Background: an optimization exercise with open tools, aiming at small area, a short achievable clock period and few clock cycles. Do not read the settings as production practice. Only simulation tests tie the RTL to the original design; equivalence was not proved. Power is estimated from default activity; no workload was simulated.

--- design.v ---
package cpu_pkg;
    localparam int data_w    = 8;
    localparam int instr_w   = 16;
    localparam int reg_count = 16;
    localparam int op_lsb  = 12;
    localparam int rd_lsb  = 8;
    localparam int rs1_lsb = 4;
    localparam int rs2_lsb = 0;
    typedef logic [3:0]        reg_addr_t;
    typedef logic [data_w-1:0] data_t;
    typedef enum logic [3:0] {
        op_nop  = 4'd0,
        op_add  = 4'd1,
        op_sub  = 4'd2,
        op_and  = 4'd3,
        op_or   = 4'd4,
        op_xor  = 4'd5,
        op_shl  = 4'd6,
        op_shr  = 4'd7,
        op_ldi  = 4'd8,
        op_mul  = 4'd9,
        op_in   = 4'd10,
        op_out  = 4'd11,
        op_halt = 4'd15
    } opcode_t;
    typedef enum logic {
        unit_alu,
        unit_mul
    } unit_t;
endpackage
module mult_unit (
    input  logic [7:0] a,
    input  logic [7:0] b,
    output logic [7:0] r0,
    output logic [7:0] r1,
    output logic [7:0] r2
);
    logic pp0_0, pp0_1, pp1_0, pp0_2, pp1_1, pp2_0, pp0_3, pp1_2, pp2_1, pp3_0, pp0_4, pp1_3, pp2_2, pp3_1, pp4_0, pp0_5, pp1_4, pp2_3, pp3_2, pp4_1, pp5_0, pp0_6, pp1_5, pp2_4, pp3_3, pp4_2, pp5_1, pp6_0, pp0_7, pp1_6, pp2_5, pp3_4, pp4_3, pp5_2, pp6_1, pp7_0;
    logic hs1, hc2, fs3, fc4, hs5, hc6, hs7, hc8, fs9, fc10, hs11, hc12, fs13, fc14, fs15, fc16, fs17, fc18, fs19, fc20, hs21, hc22, fs23, fc24, fs25, fc26, fs27, fc28, fs29, fc30;
    assign pp0_0 = a[0] & b[0];
    assign pp0_1 = a[0] & b[1];
    assign pp1_0 = a[1] & b[0];
    assign pp0_2 = a[0] & b[2];
    assign pp1_1 = a[1] & b[1];
    assign pp2_0 = a[2] & b[0];
    assign pp0_3 = a[0] & b[3];
    assign pp1_2 = a[1] & b[2];
    assign pp2_1 = a[2] & b[1];
    assign pp3_0 = a[3] & b[0];
    assign pp0_4 = a[0] & b[4];
    assign pp1_3 = a[1] & b[3];
    assign pp2_2 = a[2] & b[2];
    assign pp3_1 = a[3] & b[1];
    assign pp4_0 = a[4] & b[0];
    assign pp0_5 = a[0] & b[5];
    assign pp1_4 = a[1] & b[4];
    assign pp2_3 = a[2] & b[3];
    assign pp3_2 = a[3] & b[2];
    assign pp4_1 = a[4] & b[1];
    assign pp5_0 = a[5] & b[0];
    assign pp0_6 = a[0] & b[6];
    assign pp1_5 = a[1] & b[5];
    assign pp2_4 = a[2] & b[4];
    assign pp3_3 = a[3] & b[3];
    assign pp4_2 = a[4] & b[2];
    assign pp5_1 = a[5] & b[1];
    assign pp6_0 = a[6] & b[0];
    assign pp0_7 = a[0] & b[7];
    assign pp1_6 = a[1] & b[6];
    assign pp2_5 = a[2] & b[5];
    assign pp3_4 = a[3] & b[4];
    assign pp4_3 = a[4] & b[3];
    assign pp5_2 = a[5] & b[2];
    assign pp6_1 = a[6] & b[1];
    assign pp7_0 = a[7] & b[0];
    assign hs1 = pp0_6 ^ pp1_5;
    assign hc2 = pp0_6 & pp1_5;
    assign fs3 = pp0_7 ^ pp1_6 ^ pp2_5;
    assign fc4 = (pp0_7 & pp1_6) | (pp0_7 & pp2_5) | (pp1_6 & pp2_5);
    assign hs5 = pp3_4 ^ pp4_3;
    assign hc6 = pp3_4 & pp4_3;
    assign hs7 = pp0_4 ^ pp1_3;
    assign hc8 = pp0_4 & pp1_3;
    assign fs9 = pp0_5 ^ pp1_4 ^ pp2_3;
    assign fc10 = (pp0_5 & pp1_4) | (pp0_5 & pp2_3) | (pp1_4 & pp2_3);
    assign hs11 = pp3_2 ^ pp4_1;
    assign hc12 = pp3_2 & pp4_1;
    assign fs13 = hs1 ^ pp2_4 ^ pp3_3;
    assign fc14 = (hs1 & pp2_4) | (hs1 & pp3_3) | (pp2_4 & pp3_3);
    assign fs15 = pp4_2 ^ pp5_1 ^ pp6_0;
    assign fc16 = (pp4_2 & pp5_1) | (pp4_2 & pp6_0) | (pp5_1 & pp6_0);
    assign fs17 = hc2 ^ fs3 ^ hs5;
    assign fc18 = (hc2 & fs3) | (hc2 & hs5) | (fs3 & hs5);
    assign fs19 = pp5_2 ^ pp6_1 ^ pp7_0;
    assign fc20 = (pp5_2 & pp6_1) | (pp5_2 & pp7_0) | (pp6_1 & pp7_0);
    assign hs21 = pp0_3 ^ pp1_2;
    assign hc22 = pp0_3 & pp1_2;
    assign fs23 = hs7 ^ pp2_2 ^ pp3_1;
    assign fc24 = (hs7 & pp2_2) | (hs7 & pp3_1) | (pp2_2 & pp3_1);
    assign fs25 = hc8 ^ fs9 ^ hs11;
    assign fc26 = (hc8 & fs9) | (hc8 & hs11) | (fs9 & hs11);
    assign fs27 = fc10 ^ hc12 ^ fs13;
    assign fc28 = (fc10 & hc12) | (fc10 & fs13) | (hc12 & fs13);
    assign fs29 = fc14 ^ fc16 ^ fs17;
    assign fc30 = (fc14 & fc16) | (fc14 & fs17) | (fc16 & fs17);
    assign r0[0] = pp0_0;
    assign r1[0] = 1'b0;
    assign r2[0] = 1'b0;
    assign r0[1] = pp0_1;
    assign r1[1] = pp1_0;
    assign r2[1] = 1'b0;
    assign r0[2] = pp0_2;
    assign r1[2] = pp1_1;
    assign r2[2] = pp2_0;
    assign r0[3] = hs21;
    assign r1[3] = pp2_1;
    assign r2[3] = pp3_0;
    assign r0[4] = hc22;
    assign r1[4] = fs23;
    assign r2[4] = pp4_0;
    assign r0[5] = fc24;
    assign r1[5] = fs25;
    assign r2[5] = pp5_0;
    assign r0[6] = fc26;
    assign r1[6] = fs27;
    assign r2[6] = fs15;
    assign r0[7] = fc28;
    assign r1[7] = fs29;
    assign r2[7] = fs19;
endmodule
module cpu #(
    parameter int rob_depth = 8
) (
    input  logic                        clk,
    input  logic                        rst,
    input  logic [cpu_pkg::instr_w-1:0] instr,
    input  logic                        instr_valid,
    input  logic [15:0]                 sw,
    output logic                        stall,
    output cpu_pkg::data_t              led,
    output logic                        retire_valid,
    output cpu_pkg::reg_addr_t          retire_rd,
    output cpu_pkg::data_t              retire_value,
    output logic                        retire_write
);
    logic [3:0] op;
    logic       accept, halted;
    logic       uses1, uses2;
    assign op    = instr[15:12];
    assign uses2 = ((op != 4'd0) && (op <= 4'd7)) || (op == 4'd9);
    assign uses1 = uses2 || (op == 4'd11);
    cpu_pkg::data_t regs [cpu_pkg::reg_count];
    logic           d_valid, d_wait, d_write, d_mul;
    logic [3:0]     d_op, d_rd, d_rs1, d_rs2;
    logic           d_go;
    logic           f1_x1, f1_x2, f2_x1, f2_x2, f1_r, f2_r;
    logic           x1_valid, x1_write, x1_out, x1_mul;
    logic [3:0]     x1_rd;
    logic           x1_add, x1_sub, x1_and, x1_or, x1_xor, x1_shl, x1_shr, x1_ldi, x1_pass;
    cpu_pkg::data_t sum, dif;
    cpu_pkg::data_t x1_a, x1_b;
    cpu_pkg::data_t x1_ma, x1_mb;    
    cpu_pkg::data_t next_a, next_b, other_a, other_b;
    logic           fwd_a, fwd_b;
    cpu_pkg::data_t alu, mul_r0, mul_r1, mul_r2;
    logic           x2_valid, x2_write, x2_out;
    logic [3:0]     x2_rd;
    cpu_pkg::data_t x2_s, x2_c, x2_e, csa_s, csa_c, result;
    logic           r_valid, r_write, r_out;
    logic [3:0]     r_rd;
    cpu_pkg::data_t r_value;
    assign stall  = halted || d_wait;
    assign accept = instr_valid && !stall && !rst;
    assign d_go   = d_valid && !d_wait;
    always_ff @(posedge clk) begin
        if (rst) begin
            halted   <= 1'b0;
            d_valid  <= 1'b0;
            d_wait   <= 1'b0;
            x1_valid <= 1'b0;
            x2_valid <= 1'b0;
            r_valid  <= 1'b0;
            led      <= 8'd0;
        end else begin
            if (accept && (op == 4'd15)) halted <= 1'b1;
            if (!d_wait) d_valid <= accept;
            d_wait   <= accept && d_valid && d_mul &&
                        ((uses1 && (d_rd == instr[7:4])) || (uses2 && (d_rd == instr[3:0])));
            x1_valid <= d_go;
            x2_valid <= x1_valid;
            r_valid  <= x2_valid;
            if (r_valid && r_out) led <= r_value;
        end
    end
    always_ff @(posedge clk) begin
        if (!d_wait) begin
            d_op    <= op;
            d_rd    <= instr[11:8];
            d_rs1   <= instr[7:4];
            d_rs2   <= instr[3:0];
            d_write <= (op != 4'd0) && (op <= 4'd10);
            d_mul   <= (op == 4'd9);
        end
    end
    assign f1_x1 = x1_valid && x1_write && (x1_rd == d_rs1);
    assign f2_x1 = x1_valid && x1_write && (x1_rd == d_rs2);
    assign f1_x2 = x2_valid && x2_write && (x2_rd == d_rs1);
    assign f2_x2 = x2_valid && x2_write && (x2_rd == d_rs2);
    assign f1_r  = r_valid && r_write && (r_rd == d_rs1);
    assign f2_r  = r_valid && r_write && (r_rd == d_rs2);
    always_comb begin
        if (d_op == 4'd10)  other_a = sw[7:0];
        else if (f1_x2)     other_a = result;
        else if (f1_r)      other_a = r_value;
        else                other_a = regs[d_rs1];
        if (d_op == 4'd8)   other_b = {d_rs1, d_rs2};
        else if (f2_x2)     other_b = result;
        else if (f2_r)      other_b = r_value;
        else                other_b = regs[d_rs2];
    end
    assign fwd_a = f1_x1 && (d_op != 4'd10);
    assign fwd_b = f2_x1 && (d_op != 4'd8);
    function automatic cpu_pkg::data_t pick(input logic f, input cpu_pkg::data_t other);
        pick = ({8{f && x1_add}}  & sum) |
               ({8{f && x1_sub}}  & dif) |
               ({8{f && x1_and}}  & (x1_a & x1_b)) |
               ({8{f && x1_or}}   & (x1_a | x1_b)) |
               ({8{f && x1_xor}}  & (x1_a ^ x1_b)) |
               ({8{f && x1_shl}}  & (x1_a << x1_b[2:0])) |
               ({8{f && x1_shr}}  & (x1_a >> x1_b[2:0])) |
               ({8{f && x1_ldi}}  & x1_b) |
               ({8{f && x1_pass}} & x1_a) |
               ({8{!f}}           & other);
    endfunction
    assign next_a = pick(fwd_a, other_a);
    assign next_b = pick(fwd_b, other_b);
    always_ff @(posedge clk) begin
        x1_add   <= (d_op == 4'd1);
        x1_sub   <= (d_op == 4'd2);
        x1_and   <= (d_op == 4'd3);
        x1_or    <= (d_op == 4'd4);
        x1_xor   <= (d_op == 4'd5);
        x1_shl   <= (d_op == 4'd6);
        x1_shr   <= (d_op == 4'd7);
        x1_ldi   <= (d_op == 4'd8);
        x1_pass  <= (d_op == 4'd0) || (d_op >= 4'd10);
        x1_rd    <= d_rd;
        x1_write <= d_write;
        x1_out   <= (d_op == 4'd11);
        x1_mul   <= d_mul;
        x1_a     <= next_a;
        x1_b     <= next_b;
        x1_ma    <= next_a;
        x1_mb    <= next_b;
    end
    assign sum = x1_a + x1_b;
    assign dif = x1_a - x1_b;
    assign alu = ({8{x1_add}}  & sum) |
                 ({8{x1_sub}}  & dif) |
                 ({8{x1_and}}  & (x1_a & x1_b)) |
                 ({8{x1_or}}   & (x1_a | x1_b)) |
                 ({8{x1_xor}}  & (x1_a ^ x1_b)) |
                 ({8{x1_shl}}  & (x1_a << x1_b[2:0])) |
                 ({8{x1_shr}}  & (x1_a >> x1_b[2:0])) |
                 ({8{x1_ldi}}  & x1_b) |
                 ({8{x1_pass}} & x1_a);
    mult_unit mul_inst (.a(x1_ma), .b(x1_mb), .r0(mul_r0), .r1(mul_r1), .r2(mul_r2));
    always_ff @(posedge clk) begin
        x2_s     <= x1_mul ? mul_r0 : alu;
        x2_c     <= x1_mul ? mul_r1 : 8'd0;
        x2_e     <= x1_mul ? mul_r2 : 8'd0;
        x2_rd    <= x1_rd;
        x2_write <= x1_write;
        x2_out   <= x1_out;
    end
    assign csa_s  = x2_s ^ x2_c ^ x2_e;
    assign csa_c  = {(x2_s[6:0] & x2_c[6:0]) | (x2_s[6:0] & x2_e[6:0]) | (x2_c[6:0] & x2_e[6:0]), 1'b0};
    assign result = csa_s + csa_c;
    always_ff @(posedge clk) begin
        for (int i = 0; i < cpu_pkg::reg_count; i++) begin
            if (rst || (r_valid && r_write && (r_rd == 4'(i)))) begin
                regs[i] <= rst ? 8'd0 : r_value;
            end
        end
    end
    always_ff @(posedge clk) begin
        r_value <= result;
        r_rd    <= x2_rd;
        r_write <= x2_write;
        r_out   <= x2_out;
    end
    assign retire_valid = r_valid;
    assign retire_rd    = r_rd;
    assign retire_value = r_value;
    assign retire_write = r_write;
endmodule
--- run.sh ---
#!/bin/bash
# synth_recipe.tcl (not shown) runs the flow's synth.tcl, then flattens the netlist and writes it again
# the make line also repeats each setting of config.mk as NAME=value (left out here)
make -C /OpenROAD-flow-scripts/flow DESIGN_CONFIG=/design/flow/config.mk WORK_HOME=/design/flow/orfs CLKGATE_MAP_FILE= SYNTH_SCRIPT=/design/flow/synth_recipe.tcl finish
--- config.mk ---
export PLATFORM = sky130hd
export DESIGN_NAME = cpu
export DESIGN_NICKNAME = cpu
export VERILOG_FILES = /design/flow/design.v
export SDC_FILE = /design/flow/constraint.sdc
export NUM_CORES = 4
export LEC_CHECK = 0
export ABC_AREA = 1
export CAP_MARGIN = 20
export CORE_MARGIN = 2
export CORE_UTILIZATION = 40
export SETUP_SLACK_MARGIN = 3.6
export SLEW_MARGIN = 20
--- constraint.sdc ---
create_clock -name core_clock -period 5.5 [get_ports {clk}]
set_input_delay 1.1000 -clock core_clock [delete_from_list [all_inputs] [get_ports {clk}]]
set_output_delay 1.1000 -clock core_clock [all_outputs]
set_load 0.01 [all_outputs]
==> report_table.html, run 1 <==
<table>
<tr><th>Metric</th><th>Value</th></tr>
<tr><th colspan="2">Layout</th></tr>
<tr><td>Share of cells above drive strength 1</td><td>26.98%</td></tr>
<tr><td>Final std cells w/o fill</td><td>2,168</td></tr>
<tr><td>Fin util</td><td>54.59%</td></tr>
<tr><td>Synth-to-layout area growth</td><td>33.98%</td></tr>
<tr><td>Final layout net count</td><td>1,837</td></tr>
<tr><td>Antenna diode instance count</td><td>0</td></tr>
<tr><td>Multi-input combinational cell area</td><td>7014 sq um</td></tr>
<tr><td>Register Area</td><td>6247 sq um</td></tr>
<tr><td>Layout fillers</td><td>2,791</td></tr>
<tr><th colspan="2">Global route</th></tr>
<tr><td>Antenna violations before repair</td><td>0</td></tr>
<tr><td>Pin count of the biggest net entering global routing</td><td>18</td></tr>
<tr><td>Number of global-route vias before repair</td><td>11,240</td></tr>
<tr><td>Global-route wire length before repair</td><td>64,430 microns</td></tr>
<tr><td>Sum of overflow across all layers after global routing</td><td>0</td></tr>
<tr><td>GRT Overall Usage</td><td>25.68%</td></tr>
<tr><th colspan="2">Worst setup path</th></tr>
<tr><td>Required time of the critical path</td><td>4.40 ns</td></tr>
<tr><td>CP max FO</td><td>2</td></tr>
<tr><td>First element of the critical path</td><td>d_wait</td></tr>
<tr><td>Signal arrival time at the worst endpoint</td><td>1.17 ns</td></tr>
<tr><td>Critical Path Start Type</td><td>flip-flop</td></tr>
<tr><td>Startpoint of the most critical register-to-register path</td><td>x2_s[2]</td></tr>
<tr><td>Kind of cell adding the most delay to the critical path</td><td>flip-flops</td></tr>
<tr><td>CP peak stage delay</td><td>0.35 ns</td></tr>
<tr><td>Number of cells traversed by the worst register-to-register path</td><td>10</td></tr>
<tr><td>Type of destination of the critical path</td><td>output pin</td></tr>
<tr><td>Sequence of cells on the critical path</td><td>clkinvlp_4 &gt; nand2_2 &gt; buf_6</td></tr>
<tr><td>Worst path bufs/invs</td><td>2</td></tr>
<tr><td>Worst Path Class, Setup</td><td>reg2out</td></tr>
<tr><td>Critical-path cell with the highest stage delay</td><td>dfxtp_4</td></tr>
<tr><td>Setup slack of the most critical reg-to-reg path</td><td>3.32 ns</td></tr>
<tr><td>Reg2Reg Capture Point</td><td>x1_ma[6]</td></tr>
<tr><th colspan="2">Power and ir drop</th></tr>
<tr><td>Static leakage</td><td>7.423 nW</td></tr>
<tr><td>Peak supply drop</td><td>0.0002927 V</td></tr>
<tr><td>Total power divided by cell area</td><td>326.5 nW/um^2</td></tr>
<tr><th colspan="2">Detailed routing</th></tr>
<tr><td>First-pass iteration count of the detailed router</td><td>6</td></tr>
<tr><td>Vias per cell</td><td>5.404</td></tr>
<tr><td>Post-detailed-route count of antenna-violating nets</td><td>0</td></tr>
<tr><td>Drt initial violations</td><td>1,194</td></tr>
<tr><td>Drt wl/cell</td><td>20.01 microns</td></tr>
<tr><td>Remaining design rule violation count</td><td>0</td></tr>
<tr><td>Total routed wirelength</td><td>43,390 microns</td></tr>
<tr><td>Routed via count</td><td>11,720</td></tr>
<tr><th colspan="2">STA</th></tr>
<tr><td>Worst-Margin Slew</td><td>0.7499 ns</td></tr>
<tr><td>Final-report setup violation count</td><td>0</td></tr>
<tr><td>Max Clock Freq</td><td>440.3 MHz</td></tr>
<tr><td>Final-layout worst hold slack</td><td>0.3281 ns</td></tr>
<tr><td>RSZ-0062 raised after global routing</td><td>true</td></tr>
<tr><td>Post-route fraction of the period consumed by the critical path</td><td>41.29%</td></tr>
<tr><td>Normalized max-slew margin</td><td>49.94%</td></tr>
<tr><td>Final-report hold violation count</td><td>0</td></tr>
<tr><td>Minimum period implied by the final worst setup slack</td><td>2.271 ns</td></tr>
<tr><td>Final number of max-transition violations</td><td>0</td></tr>
<tr><td>Final clock skew</td><td>0.03282 ns</td></tr>
<tr><td>Accumulated negative setup slack</td><td>0 ns</td></tr>
<tr><th colspan="2">Die</th></tr>
<tr><td>I/O pins</td><td>58</td></tr>
<tr><td>Overall die area</td><td>32,760 sq um</td></tr>
<tr><td>Initial core utilization</td><td>40.75%</td></tr>
<tr><td>Die Ht</td><td>181.0 microns</td></tr>
<tr><td>Width of the die</td><td>181.0 microns</td></tr>
<tr><td>Core Area</td><td>30,750 sq um</td></tr>
<tr><td>Number of rows in the core area</td><td>64</td></tr>
<tr><th colspan="2">Synthesis</th></tr>
<tr><td>Cell area after synthesis</td><td>12,530 sq um</td></tr>
<tr><td>Async set-reset flop share out of synthesis</td><td>0%</td></tr>
<tr><td>Average cell area after synthesis</td><td>7.905 sq um</td></tr>
<tr><td>Warnings, synthesis</td><td>2</td></tr>
<tr><td>Top-count cell post-synth</td><td>nand2_1</td></tr>
<tr><td>Number of enable-type register cells in the synthesized netlist</td><td>146</td></tr>
<tr><td>Flip-flop cell with the highest count after synthesis</td><td>edfxtp_1</td></tr>
<tr><td>Synth top cells by count</td><td>nand2_1 (595), nor2_1 (170), edfxtp_1 (146)</td></tr>
<tr><td>Synth unique cells</td><td>42</td></tr>
<tr><td>Number of nets in the synthesized netlist</td><td>1,670</td></tr>
<tr><td>Syn Inst Count</td><td>1,585</td></tr>
<tr><td>Top-area cell type share of the netlist area</td><td>34.99%</td></tr>
<tr><td>Count of state elements after synthesis</td><td>233</td></tr>
<tr><td>Top post-synthesis cells by area</td><td>edfxtp_1 (35%), nand2_1 (18%), dfxtp_1 (14%)</td></tr>
<tr><td>Sequential area share after synthesis</td><td>48.89%</td></tr>
<tr><td>Post-synth top area cell</td><td>edfxtp_1</td></tr>
<tr><th colspan="2">Clock tree</th></tr>
<tr><td>Max clock buf depth</td><td>3</td></tr>
<tr><td>Clock Pin Slew Worst Setup and Hold Paths</td><td>0.06 ns</td></tr>
<tr><td>Total CTS buffers</td><td>26</td></tr>
<tr><td>CTS root buf</td><td>clkbuf_16</td></tr>
<tr><td>Maximum level of the CTS H-tree</td><td>1</td></tr>
<tr><td>Number of sinks handled by clock tree synthesis</td><td>233</td></tr>
<tr><td>Clock Latency Late Sink</td><td>0.56 ns</td></tr>
<tr><td>Hold Buf Count CTS</td><td>0</td></tr>
<tr><td>TritonCTS clock tree</td><td>done</td></tr>
<tr><th colspan="2">Min path</th></tr>
<tr><td>Min-Delay Startpoint</td><td>x2_out</td></tr>
<tr><td>Hold Crit Class</td><td>reg2reg</td></tr>
<tr><td>WHS Endpoint</td><td>r_out</td></tr>
<tr><td>Cell depth of the worst hold path</td><td>0</td></tr>
<tr><th colspan="2">Place</th></tr>
<tr><td>DPL Wire Length</td><td>29,600 microns</td></tr>
<tr><td>Final RePlAce weighted congestion</td><td>0.9662</td></tr>
<tr><td>Cell Count Post-Placement</td><td>2,006</td></tr>
<tr><td>Total of buffers placed on input and output ports</td><td>49</td></tr>
<tr><th colspan="2">Status</th></tr>
<tr><td>Run status</td><td>no timing/DRC/antenna violations</td></tr>
<tr><th colspan="2">Run</th></tr>
<tr><td>Max-capacitance violation count</td><td>0</td></tr>
</table>
## final cells by class
cell class / instances / area share [%]
Multi-Input combinational cell: 1175 / 41.78
Sequential cell: 233 / 37.21
Timing Repair Buffer: 166 / 9.585
Clock buffer: 41 / 4.330
Inverter: 147 / 3.652
Tap cell: 396 / 2.951
Clock inverter: 7 / 0.3652
Timing Repair inverter: 3 / 0.1193
## layer usage
layer / up-vias / part of all wire (%) / GRT usage [%] / routed length, microns
li1: 5512 / - / - / -
met1: 5499 / 42 / 34.35 / 18210
met2: 572 / 45 / 41.37 / 19560
met3: 133 / 8.3 / 4.414 / 3584
met4: 0 / 4.7 / 10.63 / 2034
met5: - / 0 / 0 / 0
## state kept, by name (all words and copies together) (netlist names), 4 cells and up
name and flops:
r_rd 4, x2_s 8, r_value 8, d_op 4, led 8, x1_rd 4, x2_rd 4, d_rd 4
x1_mb 8, regs 128, x1_ma 8, d_rs1 4, d_rs2 4, x2_e 6, x2_c 7
## per-stage QoR
stage               setup slack (ns)  cell area (sq um)  total power [W]
finish                         3.229              16790         0.005482
global route                   3.198              16790         0.005707
CTS                            3.220              15920         0.005303
detailed placement             1.979              13520         0.003404
global placement               2.054              13510         0.003392
floorplan                      3.465              12650         0.002978
## power by group
part           internal [W]  total [W]  leakage [nW]  switching, W
sequential          0.00215    0.00233          2.24      0.000181
clock              0.000911    0.00162         0.377      0.000714
combinational      0.000604    0.00153          4.80      0.000927
## cell usage in the layout, fill, tap and decap left out, types with 24 or more instances in the layout
cell type  synthesis  routed
nor2_4             0      43
edfxtp_1         146     146
o21ai_1           23      24
dfxtp_1           87      44
dfxtp_4            0      27
o21ai_2            0      27
nand2_2            2      35
nor2_1           170     131
nand2_1          595     538
nand3_1           63      47
o21ai_0           84      53
a21oi_1           67      47
buf_4              3      91
inv_1            138     121
clkbuf_16          0      26
buf_6              1      37
## logic make-up (layout without fill, tap and decap cells)
family	count (synthesis)	in the layout	synth area share (%)
and+or+nand+nor	876	877	28.07
DFF	233	233	48.89
AOI/OAI and AO/OA	217	217	9.487
buffers and inverters	178	364	5.612
adders and majority gates	50	50	5.772
xor gates and xnor gates	31	31	2.167
## worst max path at each step
| stage | endpoint | slack (ns) | cells after the start |
|---|---|---|---|
| after floorplan | regs[7][0] | 3.47 | 3 |
| after global placement | regs[11][1] | 2.05 | 4 |
| after detailed placement | regs[8][1] | 1.98 | 4 |
| after CTS | stall | 3.22 | 3 |
| after global routing | stall | 3.20 | 3 |
| final | stall | 3.23 | 3 |
## repair_timing
| action | CTS | global route |
|---|---|---|
| resized for setup | 380 | 155 |
| setup endpoints to repair | 268 | 125 |
| setup buffers | 76 | 34 |
| cloned | 3 | 1 |
| pin swaps | 38 | 92 |
Testbench counts, summed over its fixed seeds: cycles 4,663.
==> inputs of run 2 (changes only) <==
--- a/config.mk
+++ b/config.mk
@@ -11,3 +11,4 @@
 export CORE_UTILIZATION = 40
-export SETUP_SLACK_MARGIN = 3.6
+export SETUP_SLACK_MARGIN = 3.2
 export SLEW_MARGIN = 20
+export TNS_END_PERCENT = 10
==> report_table.html, run 2 <==
<table>
<tr><th>Metric</th><th>Value</th></tr>
<tr><th colspan="2">STA</th></tr>
<tr><td>Final-layout worst hold slack</td><td>0.3280 ns (was 0.3281 ns)</td></tr>
<tr><td>RSZ-0062 raised after global routing</td><td>true (unchanged)</td></tr>
<tr><td>Max Clock Freq</td><td>389.1 MHz (was 440.3 MHz)</td></tr>
<tr><td>Final-report setup violation count</td><td>0 (unchanged)</td></tr>
<tr><td>Final clock skew</td><td>0.02355 ns (was 0.03282 ns)</td></tr>
<tr><td>Normalized max-slew margin</td><td>32.50% (was 49.94%)</td></tr>
<tr><td>Post-route fraction of the period consumed by the critical path</td><td>46.73% (was 41.29%)</td></tr>
<tr><td>Final-report hold violation count</td><td>0 (unchanged)</td></tr>
<tr><td>Minimum period implied by the final worst setup slack</td><td>2.570 ns (was 2.271 ns)</td></tr>
<tr><td>Final number of max-transition violations</td><td>0 (unchanged)</td></tr>
<tr><td>Setup slack of the critical path after layout</td><td>2.930 ns (was 3.229 ns)</td></tr>
<tr><td>Worst-Margin Slew</td><td>1.006 ns (was 0.7499 ns)</td></tr>
<tr><td>Accumulated negative setup slack</td><td>0 ns (unchanged)</td></tr>
<tr><th colspan="2">Power and ir drop</th></tr>
<tr><td>Net switching power of the design</td><td>0.001717 W (was 0.001822 W)</td></tr>
<tr><td>Static leakage</td><td>6.752 nW (was 7.423 nW)</td></tr>
<tr><td>Logic pwr share</td><td>21.4% (was 27.9%)</td></tr>
<tr><td>Post-layout power</td><td>0.005329 W (was 0.005482 W)</td></tr>
<tr><td>Power Internal</td><td>0.003613 W (was 0.003660 W)</td></tr>
<tr><td>Sequential cell fraction of total power</td><td>43.8% (was 42.4%)</td></tr>
<tr><td>Portion of total power attributed to the clock network</td><td>34.8% (was 29.6%)</td></tr>
<tr><td>Total power divided by cell area</td><td>357.0 nW/um^2 (was 326.5 nW/um^2)</td></tr>
<tr><td>Peak supply drop</td><td>0.0002353 V (was 0.0002927 V)</td></tr>
<tr><td>Fraction of power spent switching nets</td><td>32.21% (was 33.23%)</td></tr>
<tr><th colspan="2">Detailed routing</th></tr>
<tr><td>Drt initial violations</td><td>1,372 (was 1,194)</td></tr>
<tr><td>Post-detailed-route count of antenna-violating nets</td><td>0 (unchanged)</td></tr>
<tr><td>Routed via count</td><td>11,160 (was 11,720)</td></tr>
<tr><td>Drt wl/cell</td><td>19.21 microns (was 20.01 microns)</td></tr>
<tr><td>First-pass iteration count of the detailed router</td><td>6 (unchanged)</td></tr>
<tr><td>Vias per cell</td><td>5.360 (was 5.404)</td></tr>
<tr><td>Total routed wirelength</td><td>39,990 microns (was 43,390 microns)</td></tr>
<tr><td>Remaining design rule violation count</td><td>0 (unchanged)</td></tr>
<tr><th colspan="2">Die</th></tr>
<tr><td>I/O pins</td><td>58 (unchanged)</td></tr>
<tr><td>Die Ht</td><td>181.0 microns (unchanged)</td></tr>
<tr><td>Core Area</td><td>30,750 sq um (unchanged)</td></tr>
<tr><td>Width of the die</td><td>181.0 microns (unchanged)</td></tr>
<tr><td>Number of rows in the core area</td><td>64 (unchanged)</td></tr>
<tr><td>Overall die area</td><td>32,760 sq um (unchanged)</td></tr>
<tr><td>Initial core utilization</td><td>40.75% (unchanged)</td></tr>
<tr><th colspan="2">Place</th></tr>
<tr><td>Post-placement worst setup slack</td><td>1.592 ns (was 1.979 ns)</td></tr>
<tr><td>Total of buffers placed on input and output ports</td><td>49 (unchanged)</td></tr>
<tr><td>DPL Wire Length</td><td>29,560 microns (was 29,600 microns)</td></tr>
<tr><td>Final RePlAce weighted congestion</td><td>0.9545 (was 0.9662)</td></tr>
<tr><th colspan="2">Worst setup path</th></tr>
<tr><td>CP peak stage delay</td><td>0.55 ns (was 0.35 ns)</td></tr>
<tr><td>Critical Path Start Type</td><td>flip-flop (unchanged)</td></tr>
<tr><td>Reg2Reg Capture Point</td><td>x1_mb[4] (was x1_ma[6])</td></tr>
<tr><td>Critical-path cell with the highest stage delay</td><td>clkdlybuf4s50_1 (was dfxtp_4)</td></tr>
<tr><td>CP max FO</td><td>2 (unchanged)</td></tr>
<tr><td>Worst path bufs/invs</td><td>1 (was 2)</td></tr>
<tr><td>Startpoint of the most critical register-to-register path</td><td>d_rs2[1] (was x2_s[2])</td></tr>
<tr><td>Setup slack of the most critical reg-to-reg path</td><td>3.08 ns (was 3.32 ns)</td></tr>
<tr><td>Worst Path Class, Setup</td><td>reg2out (unchanged)</td></tr>
<tr><td>Required time of the critical path</td><td>4.40 ns (about the same)</td></tr>
<tr><td>Kind of cell adding the most delay to the critical path</td><td>buffers and inverters (was flip-flops)</td></tr>
<tr><td>Signal arrival time at the worst endpoint</td><td>1.47 ns (was 1.17 ns)</td></tr>
<tr><td>Number of cells traversed by the worst register-to-register path</td><td>12 (was 10)</td></tr>
<tr><td>Type of destination of the critical path</td><td>output pin (unchanged)</td></tr>
<tr><td>Sequence of cells on the critical path</td><td>clkdlybuf4s50_1 (was clkinvlp_4 &gt; nand2_2 &gt; buf_6)</td></tr>
<tr><th colspan="2">Layout</th></tr>
<tr><td>Largest register FFs</td><td>128 (unchanged)</td></tr>
<tr><td>Synth-to-layout area growth</td><td>19.15% (was 33.98%)</td></tr>
<tr><td>Final layout net count</td><td>1,750 (was 1,837)</td></tr>
<tr><td>Share of cells above drive strength 1</td><td>11.27% (was 26.98%)</td></tr>
<tr><td>Most frequent cells in the layout</td><td>nand2_1 (589), nor2_1 (160), edfxtp_1 (146) (was nand2_1 (538), edfxtp_1 (146), nor2_1 (131))</td></tr>
<tr><td>Antenna diode instance count</td><td>0 (unchanged)</td></tr>
<tr><td>Most flops, register</td><td>regs (unchanged)</td></tr>
<tr><td>Leading cell type in the layout, fill and taps excluded</td><td>nand2_1 (unchanged)</td></tr>
<tr><th colspan="2">Clock tree</th></tr>
<tr><td>Clock Pin Slew Worst Setup and Hold Paths</td><td>0.06 ns (about the same)</td></tr>
<tr><td>Clock Latency Late Sink</td><td>0.56 ns (about the same)</td></tr>
<tr><td>TritonCTS clock tree</td><td>done (unchanged)</td></tr>
<tr><td>Hold Buf Count CTS</td><td>0 (unchanged)</td></tr>
<tr><td>Number of sinks handled by clock tree synthesis</td><td>233 (unchanged)</td></tr>
<tr><td>Max clock buf depth</td><td>3 (unchanged)</td></tr>
<tr><td>Maximum level of the CTS H-tree</td><td>1 (unchanged)</td></tr>
<tr><td>CTS root buf</td><td>clkbuf_16 (unchanged)</td></tr>
<tr><td>Total CTS buffers</td><td>27 (was 26)</td></tr>
<tr><th colspan="2">Status</th></tr>
<tr><td>Run status</td><td>no timing/DRC/antenna violations (unchanged)</td></tr>
<tr><th colspan="2">Synthesis</th></tr>
<tr><td>Number of nets in the synthesized netlist</td><td>1,670 (unchanged)</td></tr>
<tr><td>Number of enable-type register cells in the synthesized netlist</td><td>146 (unchanged)</td></tr>
<tr><td>Syn Inst Count</td><td>1,585 (unchanged)</td></tr>
<tr><td>Top-area cell type share of the netlist area</td><td>34.99% (unchanged)</td></tr>
<tr><td>Async set-reset flop share out of synthesis</td><td>0% (unchanged)</td></tr>
<tr><td>Count of state elements after synthesis</td><td>233 (unchanged)</td></tr>
<tr><td>Synth top cells by count</td><td>nand2_1 (595), nor2_1 (170), edfxtp_1 (146) (unchanged)</td></tr>
<tr><td>Sequential area share after synthesis</td><td>48.89% (unchanged)</td></tr>
<tr><td>Top-count cell post-synth</td><td>nand2_1 (unchanged)</td></tr>
<tr><td>Post-synth top area cell</td><td>edfxtp_1 (unchanged)</td></tr>
<tr><td>Warnings, synthesis</td><td>2 (unchanged)</td></tr>
<tr><td>Cell area after synthesis</td><td>12,530 sq um (unchanged)</td></tr>
<tr><td>Top post-synthesis cells by area</td><td>edfxtp_1 (35%), nand2_1 (18%), dfxtp_1 (14%) (unchanged)</td></tr>
<tr><td>Average cell area after synthesis</td><td>7.905 sq um (unchanged)</td></tr>
<tr><td>Synth unique cells</td><td>42 (unchanged)</td></tr>
<tr><td>Flip-flop cell with the highest count after synthesis</td><td>edfxtp_1 (unchanged)</td></tr>
<tr><th colspan="2">Global route</th></tr>
<tr><td>Antenna violations before repair</td><td>0 (unchanged)</td></tr>
<tr><td>GRT Overall Usage</td><td>24.08% (was 25.68%)</td></tr>
<tr><td>Global-route wire length before repair</td><td>60,630 microns (was 64,430 microns)</td></tr>
<tr><td>Number of global-route vias before repair</td><td>10,290 (was 11,240)</td></tr>
<tr><td>Sum of overflow across all layers after global routing</td><td>0 (unchanged)</td></tr>
<tr><td>Pin count of the biggest net entering global routing</td><td>22 (was 18)</td></tr>
<tr><th colspan="2">Min path</th></tr>
<tr><td>Cell depth of the worst hold path</td><td>0 (unchanged)</td></tr>
<tr><td>Hold Crit Class</td><td>reg2reg (unchanged)</td></tr>
<tr><td>Min-Delay Startpoint</td><td>x1_out (was x2_out)</td></tr>
<tr><td>WHS Endpoint</td><td>x2_out (was r_out)</td></tr>
<tr><th colspan="2">Run</th></tr>
<tr><td>Max-capacitance violation count</td><td>0 (unchanged)</td></tr>
</table>
==> run 2: repair_timing <==
action,in CTS,in global routing
pin swaps,0,8
resized for setup,47,80
setup buffers,5,15
cloned,3,0
setup endpoints to repair,233,60
==> run 2: per-stage QoR <==
step,std cells,area [sq um],util [%]
finish,2082,14930,48.55
global route,2082,14930,48.55
CTS,2066,14460,47.03
detailed placement,2008,13440,43.71
global placement,2008,13440,43.71
floorplan,1585,12530,-
==> run 2: worst max path at each step <==
stage	startpoint	end	cells after the start
after global routing	led[6]	led[6]	1
final	led[6]	led[6]	1
after detailed placement	rst	regs[7][2]	3
after floorplan	rst	regs[4][0]	3
after global placement	rst	regs[6][1]	3
after CTS	x1_ma[0]	x2_s[6]	9
==> run 2: power by group through the flow <==
stage               Clock, W  Combinational [W]  Sequential [W]
floorplan                  0           0.000671         0.00228
global placement           0            0.00101         0.00236
detailed placement         0            0.00101         0.00236
CTS                  0.00187            0.00102         0.00233
global route         0.00196            0.00127         0.00236
finish               0.00185            0.00114         0.00234
==> run 2: routing by layer <==
layer	GRT usage [%]	vias to the layer above	wire length, microns
met1	35.04	5257	17840
met5	0	-	0
met4	6.341	0	1115
li1	-	5326	-
met3	3.346	71	3435
met2	37.74	506	17600
==> run 2: logic make-up (layout without fill, tap and decap cells) <==
kind of cell | Yosys count | in the layout | synth area share [%]
compound gates | 217 | 217 | 9.487
xor+xnor | 31 | 31 | 2.167
fa+ha+maj | 50 | 50 | 5.772
buf+inv | 178 | 279 | 5.612
flops | 233 | 233 | 48.89
simple gates | 876 | 876 | 28.07
==> run 2: area by class of cell <==
class,instances,area (sq um)
clock inverters,19,186.4
inverters,147,566.8
clock buffers,31,743.2
multi-input cells,1174,6007
well taps,396,495.5
fillers,2999,15820
flip-flops and latches,233,6172
repair buffers,79,740.7
repair inverters,3,17.52
==> inputs of run 3 (changes only) <==
--- a/config.mk
+++ b/config.mk
@@ -13,2 +13 @@
 export SLEW_MARGIN = 20
-export TNS_END_PERCENT = 10
==> report_table.html, run 3 <==
<table>
<tr><th>Metric</th><th>Value</th></tr>
<tr><th colspan="2">STA</th></tr>
<tr><td>Post-route fraction of the period consumed by the critical path</td><td>41.32% (was 46.73%)</td></tr>
<tr><td>Worst-Margin Slew</td><td>0.9618 ns (was 1.006 ns)</td></tr>
<tr><td>Accumulated negative setup slack</td><td>0 ns (unchanged)</td></tr>
<tr><td>RSZ-0062 raised after global routing</td><td>true (unchanged)</td></tr>
<tr><td>Final number of max-transition violations</td><td>0 (unchanged)</td></tr>
<tr><td>Final-layout worst hold slack</td><td>0.3270 ns (was 0.3280 ns)</td></tr>
<tr><td>Normalized max-slew margin</td><td>35.81% (was 32.50%)</td></tr>
<tr><td>Max Clock Freq</td><td>440.0 MHz (was 389.1 MHz)</td></tr>
<tr><td>Minimum period implied by the final worst setup slack</td><td>2.273 ns (was 2.570 ns)</td></tr>
<tr><td>Final clock skew</td><td>0.02264 ns (was 0.02355 ns)</td></tr>
<tr><td>Final-report hold violation count</td><td>0 (unchanged)</td></tr>
<tr><td>Final-report setup violation count</td><td>0 (unchanged)</td></tr>
<tr><th colspan="2">Power and ir drop</th></tr>
<tr><td>Power Internal</td><td>0.003629 W (was 0.003613 W)</td></tr>
<tr><td>Static leakage</td><td>6.836 nW (was 6.752 nW)</td></tr>
<tr><td>Portion of total power attributed to the clock network</td><td>34.5% (was 34.8%)</td></tr>
<tr><td>Total power divided by cell area</td><td>354.3 nW/um^2 (was 357.0 nW/um^2)</td></tr>
<tr><td>Peak supply drop</td><td>0.0002353 V (about the same)</td></tr>
<tr><td>Sequential cell fraction of total power</td><td>43.6% (was 43.8%)</td></tr>
<tr><td>Logic pwr share</td><td>21.9% (was 21.4%)</td></tr>
<tr><td>Fraction of power spent switching nets</td><td>32.25% (was 32.21%)</td></tr>
<tr><td>Net switching power of the design</td><td>0.001727 W (was 0.001717 W)</td></tr>
<tr><th colspan="2">Die</th></tr>
<tr><td>I/O pins</td><td>58 (unchanged)</td></tr>
<tr><td>Core Area</td><td>30,750 sq um (unchanged)</td></tr>
<tr><td>Overall die area</td><td>32,760 sq um (unchanged)</td></tr>
<tr><td>Width of the die</td><td>181.0 microns (unchanged)</td></tr>
<tr><td>Number of rows in the core area</td><td>64 (unchanged)</td></tr>
<tr><td>Initial core utilization</td><td>40.75% (unchanged)</td></tr>
<tr><td>Die Ht</td><td>181.0 microns (unchanged)</td></tr>
<tr><th colspan="2">Synthesis</th></tr>
<tr><td>Async set-reset flop share out of synthesis</td><td>0% (unchanged)</td></tr>
<tr><td>Post-synth top area cell</td><td>edfxtp_1 (unchanged)</td></tr>
<tr><td>Synth unique cells</td><td>42 (unchanged)</td></tr>
<tr><td>Synth top cells by count</td><td>nand2_1 (595), nor2_1 (170), edfxtp_1 (146) (unchanged)</td></tr>
<tr><td>Average cell area after synthesis</td><td>7.905 sq um (unchanged)</td></tr>
<tr><td>Warnings, synthesis</td><td>2 (unchanged)</td></tr>
<tr><td>Top-area cell type share of the netlist area</td><td>34.99% (unchanged)</td></tr>
<tr><td>Syn Inst Count</td><td>1,585 (unchanged)</td></tr>
<tr><td>Top post-synthesis cells by area</td><td>edfxtp_1 (35%), nand2_1 (18%), dfxtp_1 (14%) (unchanged)</td></tr>
<tr><td>Number of enable-type register cells in the synthesized netlist</td><td>146 (unchanged)</td></tr>
<tr><td>Number of nets in the synthesized netlist</td><td>1,670 (unchanged)</td></tr>
<tr><td>Sequential area share after synthesis</td><td>48.89% (unchanged)</td></tr>
<tr><td>Cell area after synthesis</td><td>12,530 sq um (unchanged)</td></tr>
<tr><td>Count of state elements after synthesis</td><td>233 (unchanged)</td></tr>
<tr><td>Top-count cell post-synth</td><td>nand2_1 (unchanged)</td></tr>
<tr><td>Flip-flop cell with the highest count after synthesis</td><td>edfxtp_1 (unchanged)</td></tr>
<tr><th colspan="2">Global route</th></tr>
<tr><td>GRT Overall Usage</td><td>24.22% (was 24.08%)</td></tr>
<tr><td>Pin count of the biggest net entering global routing</td><td>22 (unchanged)</td></tr>
<tr><td>Sum of overflow across all layers after global routing</td><td>0 (unchanged)</td></tr>
<tr><td>Antenna violations before repair</td><td>0 (unchanged)</td></tr>
<tr><td>Number of global-route vias before repair</td><td>10,370 (was 10,290)</td></tr>
<tr><td>Global-route wire length before repair</td><td>60,950 microns (was 60,630 microns)</td></tr>
<tr><th colspan="2">Worst setup path</th></tr>
<tr><td>Required time of the critical path</td><td>4.40 ns (about the same)</td></tr>
<tr><td>Worst path bufs/invs</td><td>2 (was 1)</td></tr>
<tr><td>Sequence of cells on the critical path</td><td>clkinvlp_4 &gt; nand2_2 &gt; buf_6 (was clkdlybuf4s50_1)</td></tr>
<tr><td>Kind of cell adding the most delay to the critical path</td><td>flip-flops (was buffers and inverters)</td></tr>
<tr><td>Signal arrival time at the worst endpoint</td><td>1.17 ns (was 1.47 ns)</td></tr>
<tr><td>Critical-path cell with the highest stage delay</td><td>dfxtp_4 (was clkdlybuf4s50_1)</td></tr>
<tr><td>Type of destination of the critical path</td><td>output pin (unchanged)</td></tr>
<tr><td>CP max FO</td><td>2 (unchanged)</td></tr>
<tr><td>CP peak stage delay</td><td>0.35 ns (was 0.55 ns)</td></tr>
<tr><td>Critical Path Start Type</td><td>flip-flop (unchanged)</td></tr>
<tr><td>Worst Path Class, Setup</td><td>reg2out (unchanged)</td></tr>
<tr><th colspan="2">Detailed routing</th></tr>
<tr><td>Total routed wirelength</td><td>40,250 microns (was 39,990 microns)</td></tr>
<tr><td>Vias per cell</td><td>5.331 (was 5.360)</td></tr>
<tr><td>Remaining design rule violation count</td><td>0 (unchanged)</td></tr>
<tr><td>Drt initial violations</td><td>1,194 (was 1,372)</td></tr>
<tr><td>Post-detailed-route count of antenna-violating nets</td><td>0 (unchanged)</td></tr>
<tr><td>Drt wl/cell</td><td>19.21 microns (about the same)</td></tr>
<tr><td>Routed via count</td><td>11,170 (was 11,160)</td></tr>
<tr><td>First-pass iteration count of the detailed router</td><td>6 (unchanged)</td></tr>
<tr><th colspan="2">Layout</th></tr>
<tr><td>Final non-filler cell area</td><td>15,120 sq um (was 14,930 sq um)</td></tr>
<tr><td>Most frequent cells in the layout</td><td>nand2_1 (578), nor2_1 (156), edfxtp_1 (146) (was nand2_1 (589), nor2_1 (160), edfxtp_1 (146))</td></tr>
<tr><td>Share of cells above drive strength 1</td><td>14.07% (was 11.27%)</td></tr>
<tr><td>Final layout net count</td><td>1,763 (was 1,750)</td></tr>
<tr><td>Leading cell type in the layout, fill and taps excluded</td><td>nand2_1 (unchanged)</td></tr>
<tr><td>Antenna diode instance count</td><td>0 (unchanged)</td></tr>
<tr><td>Synth-to-layout area growth</td><td>20.67% (was 19.15%)</td></tr>
<tr><td>Most flops, register</td><td>regs (unchanged)</td></tr>
<tr><td>Largest register FFs</td><td>128 (unchanged)</td></tr>
<tr><th colspan="2">Clock tree</th></tr>
<tr><td>Clock Pin Slew Worst Setup and Hold Paths</td><td>0.06 ns (about the same)</td></tr>
<tr><td>Clock Latency Late Sink</td><td>0.56 ns (about the same)</td></tr>
<tr><td>TritonCTS clock tree</td><td>done (unchanged)</td></tr>
<tr><td>CTS root buf</td><td>clkbuf_16 (unchanged)</td></tr>
<tr><td>Maximum level of the CTS H-tree</td><td>1 (unchanged)</td></tr>
<tr><td>Number of sinks handled by clock tree synthesis</td><td>233 (unchanged)</td></tr>
<tr><td>Max clock buf depth</td><td>3 (unchanged)</td></tr>
<tr><td>Total CTS buffers</td><td>27 (unchanged)</td></tr>
<tr><th colspan="2">Status</th></tr>
<tr><td>Run status</td><td>no timing/DRC/antenna violations (unchanged)</td></tr>
<tr><th colspan="2">Place</th></tr>
<tr><td>DPL Wire Length</td><td>29,560 microns (unchanged)</td></tr>
<tr><td>Total of buffers placed on input and output ports</td><td>49 (unchanged)</td></tr>
<tr><td>Placed cell areas</td><td>13,440 sq um (unchanged)</td></tr>
<tr><td>Final RePlAce weighted congestion</td><td>0.9545 (unchanged)</td></tr>
<tr><th colspan="2">Run</th></tr>
<tr><td>Max-capacitance violation count</td><td>0 (unchanged)</td></tr>
<tr><th colspan="2">Min path</th></tr>
<tr><td>Hold Crit Class</td><td>reg2reg (unchanged)</td></tr>
</table>
run 3: final cells by class:
| cell class | count | area [sq um] |
|---|---|---|
| Multi-Input combinational cell | 1174 | 6075 |
| Clock buffer | 31 | 743.2 |
| Tap cell | 396 | 495.5 |
| Sequential cell | 233 | 6192 |
| Clock inverter | 19 | 186.4 |
| Timing Repair Buffer | 92 | 838.3 |
| Inverter | 147 | 571.8 |
| Fill cell | 2991 | 15630 |
| Timing Repair inverter | 3 | 17.52 |
run 3: metrics by stage:
step	setup WS (ns)	util, %	cells	power (W)
after CTS	3.153	47.61	2075	0.005261
after global routing	3.129	49.17	2095	0.005607
final	3.227	49.17	2095	0.005356
after global placement	1.660	43.71	2008	0.003370
after detailed placement	1.592	43.71	2008	0.003377
after floorplan	3.347	-	1585	0.002950
run 3: power by group through the flow:
| stage | Combinational [W] | Sequential [W] | Clock, W |
|---|---|---|---|
| after floorplan | 0.000671 | 0.00228 | 0 |
| after global placement | 0.00101 | 0.00236 | 0 |
| after detailed placement | 0.00101 | 0.00236 | 0 |
| after CTS | 0.00105 | 0.00233 | 0.00187 |
| after global routing | 0.00130 | 0.00236 | 0.00195 |
| final | 0.00117 | 0.00234 | 0.00185 |
run 3: cell families after synthesis:
family	after synthesis	synth area share [%]
xor+xnor	31	2.167
fa+ha+maj	50	5.772
compound gates	217	9.487
flops	233	48.89
simple gates	876	28.07
buf+inv	178	5.612
run 3: worst paths after layout:
check	slack, ns	to	cells past startpoint	from
worst max-delay path	3.23	stall	3	d_wait
worst min-delay path	0.33	x2_out	0	x1_out
worst max register to register	3.25	x1_mb[1]	13	d_rs2[3]
worst min register to register	0.33	x2_out	0	x1_out
run 3: metal layers:
metal | track usage (%) | wire [microns]
met5 | 0 | 0
met4 | 6.407 | 991
met2 | 38.00 | 17930
met1 | 35.22 | 18050
met3 | 3.366 | 3269
run 3: timing repair:
item | CTS | global route
pin swaps | 1 | 11
gates cloned | 3 | 0
resized for setup | 114 | 87
hold buffers | 0 | 0
buffers inserted | 14 | 19
endpoints found under the setup margin | 233 | 35
==> inputs of run 4 (changes only) <==
--- a/config.mk
+++ b/config.mk
@@ -11,2 +11,3 @@
 export CORE_UTILIZATION = 40
+export CTS_CLUSTER_SIZE = 28
 export SETUP_SLACK_MARGIN = 3.2
==> report_table.html, run 4 <==
<table>
<tr><th>Metric</th><th>Value</th></tr>
<tr><th colspan="2">Global route</th></tr>
<tr><td>Pin count of the biggest net entering global routing</td><td>22 (unchanged)</td></tr>
<tr><td>Antenna violations before repair</td><td>0 (unchanged)</td></tr>
<tr><td>Global-route wire length before repair</td><td>60,950 microns (unchanged)</td></tr>
<tr><td>Sum of overflow across all layers after global routing</td><td>0 (unchanged)</td></tr>
<tr><td>GRT Overall Usage</td><td>24.22% (unchanged)</td></tr>
<tr><td>Number of global-route vias before repair</td><td>10,370 (unchanged)</td></tr>
<tr><th colspan="2">Min path</th></tr>
<tr><td>Min-Delay Startpoint</td><td>x1_out (unchanged)</td></tr>
<tr><td>Hold Crit Class</td><td>reg2reg (unchanged)</td></tr>
<tr><th colspan="2">STA</th></tr>
<tr><td>Max Clock Freq</td><td>440.0 MHz (unchanged)</td></tr>
<tr><td>Final clock skew</td><td>0.02264 ns (unchanged)</td></tr>
<tr><td>Final-report setup violation count</td><td>0 (unchanged)</td></tr>
<tr><td>Minimum period implied by the final worst setup slack</td><td>2.273 ns (unchanged)</td></tr>
<tr><td>Final-report hold violation count</td><td>0 (unchanged)</td></tr>
<tr><td>Final number of max-transition violations</td><td>0 (unchanged)</td></tr>
<tr><td>Normalized max-slew margin</td><td>35.81% (unchanged)</td></tr>
<tr><td>RSZ-0062 raised after global routing</td><td>true (unchanged)</td></tr>
<tr><td>Worst-Margin Slew</td><td>0.9618 ns (unchanged)</td></tr>
<tr><td>Accumulated negative setup slack</td><td>0 ns (unchanged)</td></tr>
<tr><td>Post-route fraction of the period consumed by the critical path</td><td>41.32% (unchanged)</td></tr>
<tr><th colspan="2">Worst setup path</th></tr>
<tr><td>Kind of cell adding the most delay to the critical path</td><td>flip-flops (unchanged)</td></tr>
<tr><td>CP peak stage delay</td><td>0.35 ns (about the same)</td></tr>
<tr><td>Sequence of cells on the critical path</td><td>clkinvlp_4 &gt; nand2_2 &gt; buf_6 (unchanged)</td></tr>
<tr><td>Signal arrival time at the worst endpoint</td><td>1.17 ns (about the same)</td></tr>
<tr><td>Worst Path Class, Setup</td><td>reg2out (unchanged)</td></tr>
<tr><td>Critical Path Start Type</td><td>flip-flop (unchanged)</td></tr>
<tr><td>Required time of the critical path</td><td>4.40 ns (about the same)</td></tr>
<tr><td>Critical-path cell with the highest stage delay</td><td>dfxtp_4 (unchanged)</td></tr>
<tr><td>Startpoint of the most critical register-to-register path</td><td>d_rs2[3] (unchanged)</td></tr>
<tr><td>CP max FO</td><td>2 (unchanged)</td></tr>
<tr><td>Type of destination of the critical path</td><td>output pin (unchanged)</td></tr>
<tr><td>First element of the critical path</td><td>d_wait (unchanged)</td></tr>
<tr><td>Worst path bufs/invs</td><td>2 (unchanged)</td></tr>
<tr><th colspan="2">Layout</th></tr>
<tr><td>Layout fillers</td><td>2,991 (unchanged)</td></tr>
<tr><td>Largest register FFs</td><td>128 (unchanged)</td></tr>
<tr><td>Synth-to-layout area growth</td><td>20.67% (unchanged)</td></tr>
<tr><td>Share of cells above drive strength 1</td><td>14.07% (unchanged)</td></tr>
<tr><td>Antenna diode instance count</td><td>0 (unchanged)</td></tr>
<tr><td>Most frequent cells in the layout</td><td>nand2_1 (578), nor2_1 (156), edfxtp_1 (146) (unchanged)</td></tr>
<tr><td>Leading cell type in the layout, fill and taps excluded</td><td>nand2_1 (unchanged)</td></tr>
<tr><td>Final layout net count</td><td>1,763 (unchanged)</td></tr>
<tr><td>Most flops, register</td><td>regs (unchanged)</td></tr>
<tr><th colspan="2">Die</th></tr>
<tr><td>Overall die area</td><td>32,760 sq um (unchanged)</td></tr>
<tr><td>Initial core utilization</td><td>40.75% (unchanged)</td></tr>
<tr><td>I/O pins</td><td>58 (unchanged)</td></tr>
<tr><td>Width of the die</td><td>181.0 microns (unchanged)</td></tr>
<tr><td>Core Area</td><td>30,750 sq um (unchanged)</td></tr>
<tr><td>Number of rows in the core area</td><td>64 (unchanged)</td></tr>
<tr><td>Die Ht</td><td>181.0 microns (unchanged)</td></tr>
<tr><th colspan="2">Clock tree</th></tr>
<tr><td>Clock Pin Slew Worst Setup and Hold Paths</td><td>0.06 ns (about the same)</td></tr>
<tr><td>TritonCTS clock tree</td><td>done (unchanged)</td></tr>
<tr><td>Clock Latency Late Sink</td><td>0.56 ns (about the same)</td></tr>
<tr><td>Maximum level of the CTS H-tree</td><td>1 (unchanged)</td></tr>
<tr><td>Total CTS buffers</td><td>27 (unchanged)</td></tr>
<tr><td>CTS root buf</td><td>clkbuf_16 (unchanged)</td></tr>
<tr><td>Number of sinks handled by clock tree synthesis</td><td>233 (unchanged)</td></tr>
<tr><td>Max clock buf depth</td><td>3 (unchanged)</td></tr>
<tr><td>Hold Buf Count CTS</td><td>0 (unchanged)</td></tr>
<tr><th colspan="2">Synthesis</th></tr>
<tr><td>Number of enable-type register cells in the synthesized netlist</td><td>146 (unchanged)</td></tr>
<tr><td>Average cell area after synthesis</td><td>7.905 sq um (unchanged)</td></tr>
<tr><td>Top post-synthesis cells by area</td><td>edfxtp_1 (35%), nand2_1 (18%), dfxtp_1 (14%) (unchanged)</td></tr>
<tr><td>Top-area cell type share of the netlist area</td><td>34.99% (unchanged)</td></tr>
<tr><td>Top-count cell post-synth</td><td>nand2_1 (unchanged)</td></tr>
<tr><td>Flip-flop cell with the highest count after synthesis</td><td>edfxtp_1 (unchanged)</td></tr>
<tr><td>Count of state elements after synthesis</td><td>233 (unchanged)</td></tr>
<tr><td>Cell area after synthesis</td><td>12,530 sq um (unchanged)</td></tr>
<tr><td>Synth top cells by count</td><td>nand2_1 (595), nor2_1 (170), edfxtp_1 (146) (unchanged)</td></tr>
<tr><td>Synth unique cells</td><td>42 (unchanged)</td></tr>
<tr><td>Warnings, synthesis</td><td>2 (unchanged)</td></tr>
<tr><td>Syn Inst Count</td><td>1,585 (unchanged)</td></tr>
<tr><td>Post-synth top area cell</td><td>edfxtp_1 (unchanged)</td></tr>
<tr><td>Async set-reset flop share out of synthesis</td><td>0% (unchanged)</td></tr>
<tr><td>Sequential area share after synthesis</td><td>48.89% (unchanged)</td></tr>
<tr><td>Number of nets in the synthesized netlist</td><td>1,670 (unchanged)</td></tr>
<tr><th colspan="2">Place</th></tr>
<tr><td>Total of buffers placed on input and output ports</td><td>49 (unchanged)</td></tr>
<tr><td>Final RePlAce weighted congestion</td><td>0.9545 (unchanged)</td></tr>
<tr><td>DPL Wire Length</td><td>29,560 microns (unchanged)</td></tr>
<tr><th colspan="2">Detailed routing</th></tr>
<tr><td>Vias per cell</td><td>5.331 (unchanged)</td></tr>
<tr><td>First-pass iteration count of the detailed router</td><td>6 (unchanged)</td></tr>
<tr><td>Routed via count</td><td>11,170 (unchanged)</td></tr>
<tr><td>Post-detailed-route count of antenna-violating nets</td><td>0 (unchanged)</td></tr>
<tr><td>Drt initial violations</td><td>1,194 (unchanged)</td></tr>
<tr><td>Drt wl/cell</td><td>19.21 microns (unchanged)</td></tr>
<tr><td>Remaining design rule violation count</td><td>0 (unchanged)</td></tr>
<tr><td>Total routed wirelength</td><td>40,250 microns (unchanged)</td></tr>
<tr><th colspan="2">Power and ir drop</th></tr>
<tr><td>Post-layout power</td><td>0.005356 W (unchanged)</td></tr>
<tr><td>Peak supply drop</td><td>0.0002353 V (unchanged)</td></tr>
<tr><td>Static leakage</td><td>6.836 nW (unchanged)</td></tr>
<tr><td>Total power divided by cell area</td><td>354.3 nW/um^2 (unchanged)</td></tr>
<tr><th colspan="2">Status</th></tr>
<tr><td>Run status</td><td>no timing/DRC/antenna violations (unchanged)</td></tr>
<tr><th colspan="2">Run</th></tr>
<tr><td>Max-capacitance violation count</td><td>0 (unchanged)</td></tr>
</table>
## run 4: cell counts after synthesis
Identical to the previous run, type by type.
## run 4: cell type report
class,instances,area (sq um),share of cell area (%)
well taps,396,495.5,3.277
flip-flops and latches,233,6192,40.95
clock inverters,19,186.4,1.233
repair inverters,3,17.52,0.1159
clock buffers,31,743.2,4.916
multi-input cells,1174,6075,40.18
inverters,147,571.8,3.782
repair buffers,92,838.3,5.545
## run 4: cell families after synthesis
| family | synth area share (%) |
|---|---|
| flip-flops | 48.89 |
| AND/OR/NAND/NOR | 28.07 |
| AO/OA/AOI/OAI | 9.487 |
| adder cells (fa/ha/maj) | 5.772 |
| buffers and inverters | 5.612 |
| XOR/XNOR | 2.167 |
## run 4: what timing repair did
| action | in CTS | in global routing |
|---|---|---|
| gates resized for setup | 114 | 87 |
| gates cloned | 3 | 0 |
| pin swaps | 1 | 11 |
| setup endpoints to repair | 233 | 35 |
| setup buffers | 14 | 19 |
## run 4: worst paths after layout
check	end	slack [ns]	cells past startpoint
max reg2reg	x1_mb[1]	3.25	13
max	stall	3.23	3
min	x2_out	0.33	0
min reg2reg	x2_out	0.33	0
## run 4: per-stage QoR
step           setup WS [ns]  hold WS (ns)  std cells  instance area [sq um]  utilization [%]
6_report               3.227        0.3270       2095                  15120            49.17
3_5_place_dp           1.592        0.3150       2008                  13440            43.71
5_1_grt                3.129        0.3380       2095                  15120            49.17
4_1_cts                3.153        0.3296       2075                  14640            47.61
3_3_place_gp           1.660        0.3137       2008                  13440            43.71
2_1_floorplan          3.347        0.3096       1585                  12530                -
## run 4: report_power, final
group / internal [W] / total [W] / switching (W) / leakage (nW)
Combinational: 0.000412 / 0.00117 / 0.000758 / 4.15
Sequential: 0.00214 / 0.00234 / 0.000198 / 2.23
Clock: 0.00108 / 0.00185 / 0.000771 / 0.453
## run 4: per-layer routing
layer / track usage [%] / wire length, microns
met5: 0 / 0
met4: 6.407 / 991
met3: 3.366 / 3269
met2: 38.00 / 17930
met1: 35.22 / 18050
==> inputs of run 5 (changes only) <==
--- a/config.mk
+++ b/config.mk
@@ -11,4 +11,4 @@
 export CORE_UTILIZATION = 40
-export CTS_CLUSTER_SIZE = 28
-export SETUP_SLACK_MARGIN = 3.2
+export SETUP_SLACK_MARGIN = 3.0
 export SLEW_MARGIN = 20
+export TNS_END_PERCENT = 10
==> report_table.html, run 5 <==
<table>
<tr><th>Metric</th><th>Value</th></tr>
<tr><th colspan="2">Synthesis</th></tr>
<tr><td>Async set-reset flop share out of synthesis</td><td>0% (unchanged)</td></tr>
<tr><td>Top-area cell type share of the netlist area</td><td>34.99% (unchanged)</td></tr>
<tr><td>Number of enable-type register cells in the synthesized netlist</td><td>146 (unchanged)</td></tr>
<tr><td>Fraction of the mapped netlist area in adder cells</td><td>5.772% (unchanged)</td></tr>
<tr><td>Main combinational cell family by area after synthesis</td><td>simple AND/OR/NAND/NOR gates (unchanged)</td></tr>
<tr><td>Synth Area in Compound Gates</td><td>9.487% (unchanged)</td></tr>
<tr><td>Top post-synthesis cells by area</td><td>edfxtp_1 (35%), nand2_1 (18%), dfxtp_1 (14%) (unchanged)</td></tr>
<tr><td>Synth unique cells</td><td>42 (unchanged)</td></tr>
<tr><td>Multiplexer fraction of the synthesized cell area</td><td>0% (unchanged)</td></tr>
<tr><td>Cell area after synthesis</td><td>12,530 sq um (unchanged)</td></tr>
<tr><td>Sequential area share after synthesis</td><td>48.89% (unchanged)</td></tr>
<tr><td>Syn Inst Count</td><td>1,585 (unchanged)</td></tr>
<tr><td>Top-count cell post-synth</td><td>nand2_1 (unchanged)</td></tr>
<tr><td>Area share of and/or/nand/nor cells after synthesis</td><td>28.07% (unchanged)</td></tr>
<tr><td>Count of state elements after synthesis</td><td>233 (unchanged)</td></tr>
<tr><td>Average cell area after synthesis</td><td>7.905 sq um (unchanged)</td></tr>
<tr><td>Synth top cells by count</td><td>nand2_1 (595), nor2_1 (170), edfxtp_1 (146) (unchanged)</td></tr>
<tr><th colspan="2">STA</th></tr>
<tr><td>RSZ-0062 raised after global routing</td><td>true (unchanged)</td></tr>
<tr><td>Setup slack of the critical path after layout</td><td>2.816 ns (was 3.227 ns)</td></tr>
<tr><td>Minimum period implied by the final worst setup slack</td><td>2.684 ns (was 2.273 ns)</td></tr>
<tr><td>Final number of max-transition violations</td><td>0 (unchanged)</td></tr>
<tr><td>Accumulated negative setup slack</td><td>0 ns (unchanged)</td></tr>
<tr><td>Normalized max-slew margin</td><td>32.68% (was 35.81%)</td></tr>
<tr><td>Worst-Margin Slew</td><td>1.004 ns (was 0.9618 ns)</td></tr>
<tr><th colspan="2">Power and ir drop</th></tr>
<tr><td>Static leakage</td><td>6.689 nW (was 6.836 nW)</td></tr>
<tr><td>Total power divided by cell area</td><td>360.6 nW/um^2 (was 354.3 nW/um^2)</td></tr>
<tr><td>Peak supply drop</td><td>0.0002400 V (was 0.0002353 V)</td></tr>
<tr><th colspan="2">Worst setup path</th></tr>
<tr><td>Critical Path Start Type</td><td>flip-flop (unchanged)</td></tr>
<tr><td>Type of destination of the critical path</td><td>output pin (unchanged)</td></tr>
<tr><td>Kind of cell adding the most delay to the critical path</td><td>buffers and inverters (was flip-flops)</td></tr>
<tr><td>Critical-path cell with the highest stage delay</td><td>clkdlybuf4s50_1 (was dfxtp_4)</td></tr>
<tr><td>CP max FO</td><td>8 (was 2)</td></tr>
<tr><td>Required time of the critical path</td><td>4.40 ns (about the same)</td></tr>
<tr><td>Worst path bufs/invs</td><td>1 (was 2)</td></tr>
<tr><td>Worst Path Class, Setup</td><td>reg2out (unchanged)</td></tr>
<tr><th colspan="2">Detailed routing</th></tr>
<tr><td>Drt initial violations</td><td>1,282 (was 1,194)</td></tr>
<tr><td>Remaining design rule violation count</td><td>0 (unchanged)</td></tr>
<tr><td>First-pass iteration count of the detailed router</td><td>6 (unchanged)</td></tr>
<tr><td>Drt wl/cell</td><td>19.14 microns (was 19.21 microns)</td></tr>
<tr><th colspan="2">Clock tree</th></tr>
<tr><td>Number of sinks handled by clock tree synthesis</td><td>233 (unchanged)</td></tr>
<tr><td>Clock Pin Slew Worst Setup and Hold Paths</td><td>0.07 ns (was 0.06 ns)</td></tr>
<tr><td>Max clock buf depth</td><td>3 (unchanged)</td></tr>
<tr><td>Maximum level of the CTS H-tree</td><td>1 (unchanged)</td></tr>
<tr><td>Clock Latency Late Sink</td><td>0.56 ns (about the same)</td></tr>
<tr><td>Hold Buf Count CTS</td><td>0 (unchanged)</td></tr>
<tr><td>Total CTS buffers</td><td>27 (unchanged)</td></tr>
<tr><td>TritonCTS clock tree</td><td>done (unchanged)</td></tr>
<tr><th colspan="2">Global route</th></tr>
<tr><td>GR Util met2</td><td>37.55% (was 38.00%)</td></tr>
<tr><td>Global-route wire length before repair</td><td>60,390 microns (was 60,950 microns)</td></tr>
<tr><td>GRT Overall Usage</td><td>23.99% (was 24.22%)</td></tr>
<tr><td>GR Layer Usage met3</td><td>3.487% (was 3.366%)</td></tr>
<tr><td>Number of global-route vias before repair</td><td>10,260 (was 10,370)</td></tr>
<tr><td>Layer carrying the most global-route usage</td><td>met2 (unchanged)</td></tr>
<tr><th colspan="2">Place</th></tr>
<tr><td>Total of buffers placed on input and output ports</td><td>49 (unchanged)</td></tr>
<tr><td>Cell Count Post-Placement</td><td>2,008 (unchanged)</td></tr>
<tr><th colspan="2">Die</th></tr>
<tr><td>Core Area</td><td>30,750 sq um (unchanged)</td></tr>
<tr><td>Initial core utilization</td><td>40.75% (unchanged)</td></tr>
<tr><td>Width of the die</td><td>181.0 microns (unchanged)</td></tr>
<tr><td>Overall die area</td><td>32,760 sq um (unchanged)</td></tr>
<tr><td>Die Ht</td><td>181.0 microns (unchanged)</td></tr>
<tr><td>I/O pins</td><td>58 (unchanged)</td></tr>
<tr><th colspan="2">Layout</th></tr>
<tr><td>Fin util</td><td>47.49% (was 49.17%)</td></tr>
<tr><td>Layout fillers</td><td>3,028 (was 2,991)</td></tr>
<tr><td>Most flops, register</td><td>regs (unchanged)</td></tr>
<tr><td>Leading cell type in the layout, fill and taps excluded</td><td>nand2_1 (unchanged)</td></tr>
<tr><td>Final layout net count</td><td>1,741 (was 1,763)</td></tr>
<tr><td>Antenna diode instance count</td><td>0 (unchanged)</td></tr>
<tr><td>Largest register FFs</td><td>128 (unchanged)</td></tr>
<tr><th colspan="2">Run</th></tr>
<tr><td>Max-capacitance violation count</td><td>0 (unchanged)</td></tr>
<tr><th colspan="2">Min path</th></tr>
<tr><td>Hold Crit Class</td><td>reg2reg (unchanged)</td></tr>
<tr><th colspan="2">Status</th></tr>
<tr><td>Run status</td><td>no timing/DRC/antenna violations (unchanged)</td></tr>
</table>
==> run 5: timing repair <==
item,CTS,global route
buffers inserted,4,7
endpoints found under the setup margin,204,138
pin swaps,0,1
cloned,2,1
resized for setup,19,30
==> run 5: where the power goes <==
group	internal (W)	switching, W	leakage (nW)
registers	0.00213	0.000207	2.23
logic	0.000371	0.000710	4.01
clock network	0.00108	0.000770	0.453
total	0.00358	0.00169	6.69
==> run 5: cells by family after synthesis <==
kind of cell | count (synthesis)
buf+inv | 178
simple gates | 876
fa+ha+maj | 50
compound gates | 217
flops | 233
xor+xnor | 31
==> run 5: final cells by class <==
class	instances	area [sq um]	area share, %
Tap cell	396	495.5	3.393
Clock buffer	31	743.2	5.090
Multi-Input combinational cell	1174	5788	39.64
Sequential cell	233	6147	42.10
Clock inverter	19	186.4	1.277
Timing Repair inverter	3	17.52	0.1200
Timing Repair Buffer	70	660.6	4.524
Inverter	147	563.0	3.856
==> run 5: worst reg2reg max path, cell delays in order, from the launching register on <==
cell and delay, ns:
edfxtp_1 0.60, nand2_1 0.29, nor2_1 0.55, nand2_1 0.09, o21ai_0 0.16, nor2_1 0.08
nand2_1 0.21, o21ai_1 0.12, nand2_1 0.06, nand2_1 0.07, nand2_1 0.06, nand2_1 0.07
nand2_1 0.05
==> run 5: per-stage QoR <==
step,hold WS [ns],power (W),instance area (sq um)
6_report,0.3278,0.005265,14600
3_3_place_gp,0.3137,0.003370,13440
2_1_floorplan,0.3096,0.002950,12530
5_1_grt,0.3379,0.005520,14600
4_1_cts,0.3296,0.005226,14440
3_5_place_dp,0.3150,0.003377,13440
==> run 5: routing by layer <==
metal,vias to the layer above,share of wire (%)
li1,5297,-
met1,5187,45
met4,0,2.8
met2,464,44
met5,-,0
met3,77,7.8
==> run 5: worst paths after layout <==
kind | start | end | slack, ns | cells after the start
min reg2reg | x1_out | x2_out | 0.33 | 0
max | r_rd[0] | retire_rd[0] | 2.82 | 1
max reg2reg | d_rs2[2] | x1_mb[4] | 3.01 | 12
min | x1_out | x2_out | 0.33 | 0
